Source: an optimization exercise on an open RTL-to-GDS flow (aim: small area, a short achievable clock period and few clock cycles). Production flows keep margins and buffers that such runs may drop. Only simulation tests tie the RTL to the original design; equivalence was not proved. Power and IR drop assume default switching activity.

== run A ==
==> flow/design.v (excerpt) <==
module exu_top (
  input  logic        clk,
  input  logic        rst_n,
  input  logic        req,
  input  logic [31:0] req_instr,
  input  logic [63:0] req_pc,
  input  logic [63:0] req_rs1,
  input  logic [63:0] req_rs2,
  output logic        ack,
  output logic [63:0] rsp_result,
  output logic        rsp_br_taken,
  output logic        rsp_zero,
  output logic        rsp_illegal,
  output logic [31:0] retired_cnt,
  output logic [31:0] br_taken_cnt
);
  function automatic logic [63:0] rev64(input logic [63:0] v);
    for (int i = 0; i < 64; i++) rev64[i] = v[63-i];
  endfunction
  function automatic logic [1:0] ucmp(input logic [63:0] p, input logic [63:0] b);
    logic [63:0] l, e;
    l = p & b;
    e = ~p;
    for (int lv = 0; lv < 6; lv++) begin
      for (int i = 0; i < 32; i++) begin
        if (i < (32 >> lv)) begin
          l[i] = l[2*i+1] | (e[2*i+1] & l[2*i]);
          e[i] = e[2*i+1] & e[2*i];
        end
      end
    end
    ucmp = {l[0], e[0]};
  endfunction
  function automatic logic [63:0] carries(input logic [63:0] p, input logic [63:0] g);
    logic [63:0] pp, gg;
    pp = p;
    gg = g;
    for (int lv = 0; lv < 6; lv++) begin
      for (int i = 0; i < 64; i++) begin
        if (((i >> lv) & 1) == 1) begin
  ...
export LEC_CHECK = 0
export CAP_MARGIN = 40
export CORE_MARGIN = 2
export CORE_UTILIZATION = 50
export SETUP_SLACK_MARGIN = 5
export SLEW_MARGIN = 20
export TNS_END_PERCENT = 0
create_clock -name core_clock -period 10.0 [get_ports {clk}]
standard.sh (not shown) runs the stock make flow with config.mk's settings and CLKGATE_MAP_FILE= SYNTH_SCRIPT=/design/flow/synth_recipe.tcl, a recipe that flattens the netlist after the stock synthesis.
==> flow/flow/run.sh <==
#!/bin/bash
# The standard layout (standard.sh: standard synthesis and the ORFS steps
# through finish), with these changes:
#  - ports are buffered with sky130_fd_sc_hd__buf_2 instead of the resizer's
#    own pick (clkdlybuf4s50_1, a slow delay cell of twice the area);
#  - timing repair may resize cells across footprints, so those port buffers
#    can be upsized where a path needs it;
#  - the slow wide and/or cells (4-input and/or/nor, 3-input or, and the
#    a2111/o2111/a41/o41/a311/o311 forms, the weak a222oi,
#    and the weakest _0 sizes) are added to the platform's
#    don't-use list, so that synthesis maps the carry and compare trees to
#    faster cells. A DONT_USE_CELLS given to make replaces the platform's
#    list, so the platform's list is read from make first and kept.
# The full make output goes to flow_make.log here; ORFS's per-step logs stay
# under orfs/logs/.
set -euo pipefail
cd "$(dirname "${BASH_SOURCE[0]}")/.."
work=$(pwd)
platform_du=$(make -s -C "$FLOW_HOME" DESIGN_CONFIG="$work/config.mk" WORK_HOME="$work/orfs" \
  print-DONT_USE_CELLS 2> dont_use_print.log | sed -n 's/^DONT_USE_CELLS: //p')
if [[ -z "$platform_du" ]]; then
  echo "could not read the platform's DONT_USE_CELLS" >&2
  exit 1
fi
slow=""
for c in or3 or3b or4 or4b or4bb nor4 nor4b nor4bb and4 and4b and4bb \
         a2111o a2111oi o2111a o2111ai a41o a41oi o41a o41ai \
         a311o a311oi o311a o311ai a222oi; do
  for d in 0 1 2 4; do
    slow+=" sky130_fd_sc_hd__${c}_${d}"
  done
done
# and the weakest sizes, which synthesis picks for area
slow+=" sky130_fd_sc_hd__a21boi_0 sky130_fd_sc_hd__and2_0 sky130_fd_sc_hd__o21ai_0 sky130_fd_sc_hd__or2_0"
echo "DONT_USE_CELLS=$platform_du$slow" > dont_use_cells.txt
bash standard.sh "DONT_USE_CELLS=$platform_du$slow" \
  "BUFFER_PORTS_ARGS=-buffer_cell sky130_fd_sc_hd__buf_2" \
  MATCH_CELL_FOOTPRINT=0 finish > flow_make.log 2>&1
Run A finished end to end and its layout was clean on timing, DRC and antenna.
Testbench counts of run A, summed over its fixed seeds: cycles 6,392.
Edits applied to the flow inputs when going from run A to run B:
==> flow/flow/run.sh <==
#!/bin/bash
# The standard layout (standard.sh: standard synthesis and the ORFS steps
# through finish), with these changes:
#  - ports are buffered with sky130_fd_sc_hd__buf_1 instead of the resizer's
#    own pick (clkdlybuf4s50_1, a slow delay cell of almost three times the
#    area); repair upsizes the ones on critical paths;
#  - timing repair may resize cells across footprints, so those port buffers
#    can be upsized where a path needs it;
#  - the slow wide and/or cells (4-input and/or/nor, 3-input or, and the
#    a2111/o2111/a41/o41/a311/o311 forms) are added to the platform's
#    don't-use list, so that synthesis maps the carry and compare trees to
#    faster cells. A DONT_USE_CELLS given to make replaces the platform's
#    list, so the platform's list is read from make first and kept.
# The full make output goes to flow_make.log here; ORFS's per-step logs stay
# under orfs/logs/.
set -euo pipefail
cd "$(dirname "${BASH_SOURCE[0]}")/.."
work=$(pwd)
platform_du=$(make -s -C "$FLOW_HOME" DESIGN_CONFIG="$work/config.mk" WORK_HOME="$work/orfs" \
  print-DONT_USE_CELLS 2> dont_use_print.log | sed -n 's/^DONT_USE_CELLS: //p')
if [[ -z "$platform_du" ]]; then
  echo "could not read the platform's DONT_USE_CELLS" >&2
  exit 1
fi
slow=""
for c in or3 or3b or4 or4b or4bb nor4 nor4b nor4bb and4 and4b and4bb \
         a2111o a2111oi o2111a o2111ai a41o a41oi o41a o41ai \
         a311o a311oi o311a o311ai a222oi; do
  for d in 0 1 2 4; do
    slow+=" sky130_fd_sc_hd__${c}_${d}"
  done
done
echo "DONT_USE_CELLS=$platform_du$slow" > dont_use_cells.txt
bash standard.sh "DONT_USE_CELLS=$platform_du$slow" \
  "BUFFER_PORTS_ARGS=-buffer_cell sky130_fd_sc_hd__buf_1" \
  MATCH_CELL_FOOTPRINT=0 finish > flow_make.log 2>&1
Results
- Diff run A -> run B: met2 wire length has increased; total of clock buffers placed in the layout went down 3.
- Overall die width across run A and run B: no real change.
- The post-route worst setup slack of run B is lower than that of run A.
- Slowest library cell on the worst path = sky130_fd_sc_hd__a221o_1: run A; slowest library cell on the worst path = sky130_fd_sc_hd__o21ai_0: run B
- On internal power of the cells, run B does better than run A.
- Compared to run A, run B has number of gates given a new drive strength after cts about 13% higher.
- Portion of total power attributed to combinational logic: run B < run A
What run C does differently from run B at the input level:
-- flow/flow/run.sh --
<<< run B, line 3
# through finish), with these changes:
#  - ports are buffered with sky130_fd_sc_hd__buf_1 instead of the resizer's
#    own pick (clkdlybuf4s50_1, a slow delay cell of almost three times the
#    area); repair upsizes the ones on critical paths;
#  - timing repair may resize cells across footprints, so those port buffers
>>> run C, line 3
# through finish), with these changes:
#  - ports are buffered with sky130_fd_sc_hd__buf_2 instead of the resizer's
#    own pick (clkdlybuf4s50_1, a slow delay cell of twice the area);
#  - timing repair may resize cells across footprints, so those port buffers
<<< run B, line 9
#  - the slow wide and/or cells (4-input and/or/nor, 3-input or, and the
#    a2111/o2111/a41/o41/a311/o311 forms) are added to the platform's
#    don't-use list, so that synthesis maps the carry and compare trees to
>>> run C, line 8
#  - the slow wide and/or cells (4-input and/or/nor, 3-input or, and the
#    a2111/o2111/a41/o41/a311/o311 forms, and the weak
#    a222oi) are added to the platform's
#    don't-use list, so that synthesis maps the carry and compare trees to
<<< run B, line 34
bash standard.sh "DONT_USE_CELLS=$platform_du$slow" \
  "BUFFER_PORTS_ARGS=-buffer_cell sky130_fd_sc_hd__buf_1" \
  MATCH_CELL_FOOTPRINT=0 finish > flow_make.log 2>&1
>>> run C, line 34
bash standard.sh "DONT_USE_CELLS=$platform_du$slow" \
  "BUFFER_PORTS_ARGS=-buffer_cell sky130_fd_sc_hd__buf_2" \
  MATCH_CELL_FOOTPRINT=0 finish > flow_make.log 2>&1
Findings:
- Run C vs run B, cell with the biggest individual delay on the critical path: sky130_fd_sc_hd__a221oi_2 vs sky130_fd_sc_hd__o21ai_0
- In the flow results for run B and run C, the signed area change from the synthesized netlist to the final layout is smaller on run B.
- Summary of run C over run B: last weighted congestion value of the routability-driven placer fell 1.2%; fraction of met2 tracks used by global routing lower; number of cells on the critical path moved up; routed length on met2 lost about 0.6%.
- The flow did not stop early for run C: all stages ran, and the layout cleared the timing, DRC and antenna checks.
- Run C ended up with sky130_fd_sc_hd__buf_2 as its most common library cell in the layout ignoring fill and taps; run B ended up with sky130_fd_sc_hd__buf_1.
For run D, these inputs were changed with respect to run C:
-- flow/flow/run.sh --
<<< run C, line 3
# through finish), with these changes:
#  - ports are buffered with sky130_fd_sc_hd__buf_2 instead of the resizer's
#    own pick (clkdlybuf4s50_1, a slow delay cell of twice the area);
#  - timing repair may resize cells across footprints, so those port buffers
>>> run D, line 3
# through finish), with these changes:
#  - ports are buffered with sky130_fd_sc_hd__buf_1 instead of the resizer's
#    own pick (clkdlybuf4s50_1, a slow delay cell of almost three times the
#    area); repair upsizes the ones on critical paths;
#  - timing repair may resize cells across footprints, so those port buffers
<<< run C, line 8
#  - the slow wide and/or cells (4-input and/or/nor, 3-input or, and the
#    a2111/o2111/a41/o41/a311/o311 forms, and the weak
#    a222oi) are added to the platform's
#    don't-use list, so that synthesis maps the carry and compare trees to
>>> run D, line 9
#  - the slow wide and/or cells (4-input and/or/nor, 3-input or, and the
#    a2111/o2111/a41/o41/a311/o311 forms, the weak a222oi,
#    and the weakest _0 sizes) are added to the platform's
#    don't-use list, so that synthesis maps the carry and compare trees to
<<< run C, line 32
done
echo "DONT_USE_CELLS=$platform_du$slow" > dont_use_cells.txt
bash standard.sh "DONT_USE_CELLS=$platform_du$slow" \
  "BUFFER_PORTS_ARGS=-buffer_cell sky130_fd_sc_hd__buf_2" \
  MATCH_CELL_FOOTPRINT=0 finish > flow_make.log 2>&1
>>> run D, line 33
done
# and the weakest sizes, which synthesis picks for area
slow+=" sky130_fd_sc_hd__a21boi_0 sky130_fd_sc_hd__and2_0 sky130_fd_sc_hd__o21ai_0 sky130_fd_sc_hd__or2_0"
echo "DONT_USE_CELLS=$platform_du$slow" > dont_use_cells.txt
bash standard.sh "DONT_USE_CELLS=$platform_du$slow" \
  "BUFFER_PORTS_ARGS=-buffer_cell sky130_fd_sc_hd__buf_1" \
  MATCH_CELL_FOOTPRINT=0 finish > flow_make.log 2>&1
### Flow results
Run D completed end to end with timing, DRC and antenna clean. Row ratio of cells with drive above 1 in the final layout: run D lower / run C higher. Between run D and run C, total chip power is higher for run C, run D comes in under that. Cmp run D vs run C: worst-margin pin slew lower in run D. Run C reports its slowest stage cell on the critical path as sky130_fd_sc_hd__a221oi_2 while run D reports sky130_fd_sc_hd__mux2i_1. Min count of cell instances traversed by the critical path across run D and run C: run D. Run C -> run D: total negative slack delta 0, exact match. The via count on run D is in line with that on run C. Summary of run D over run C: multiplexer share of the synthesized area saw little to no change; cell area after layout went down; global-route usage fell 0.47 points.

==> static timing again, ports no longer ideal <==
Ports are ideal in the flow. The routed layouts listed here were re-timed in OpenROAD.
Step 1 assumes that a clkbuf_16 drives the clock port and a buf_2 every other input.
Step 2 times the ports against the registers' clock, not the clock port: input delays grow and output delays shrink by t, the midpoint of the rising clock arrivals with the driver on.
Slacks: no drivers / after step 1 / after step 2; pairs: no drivers / after step 1.
| run | t, ns | setup WS [ns] | slew at the worst register clock pin (ns) | pins driven straight from the clock port |
|---|---|---|---|---|
| run A | 0.456 | 4.451 / 4.215 / 3.760 | 0.06 / 0.06 | 1 |
| run B | 0.467 | 4.319 / 4.121 / 3.654 | 0.06 / 0.06 | 1 |
| run C | 0.472 | 4.480 / 4.461 / 3.989 | 0.06 / 0.06 | 1 |
| run D | 0.458 | 4.207 / 4.072 / 3.614 | 0.07 / 0.07 | 1 |
After both steps every run listed still meets setup and hold. The setup slack of run A, which loses most, moves by -0.236 ns with the drivers and by -0.691 ns with both steps.
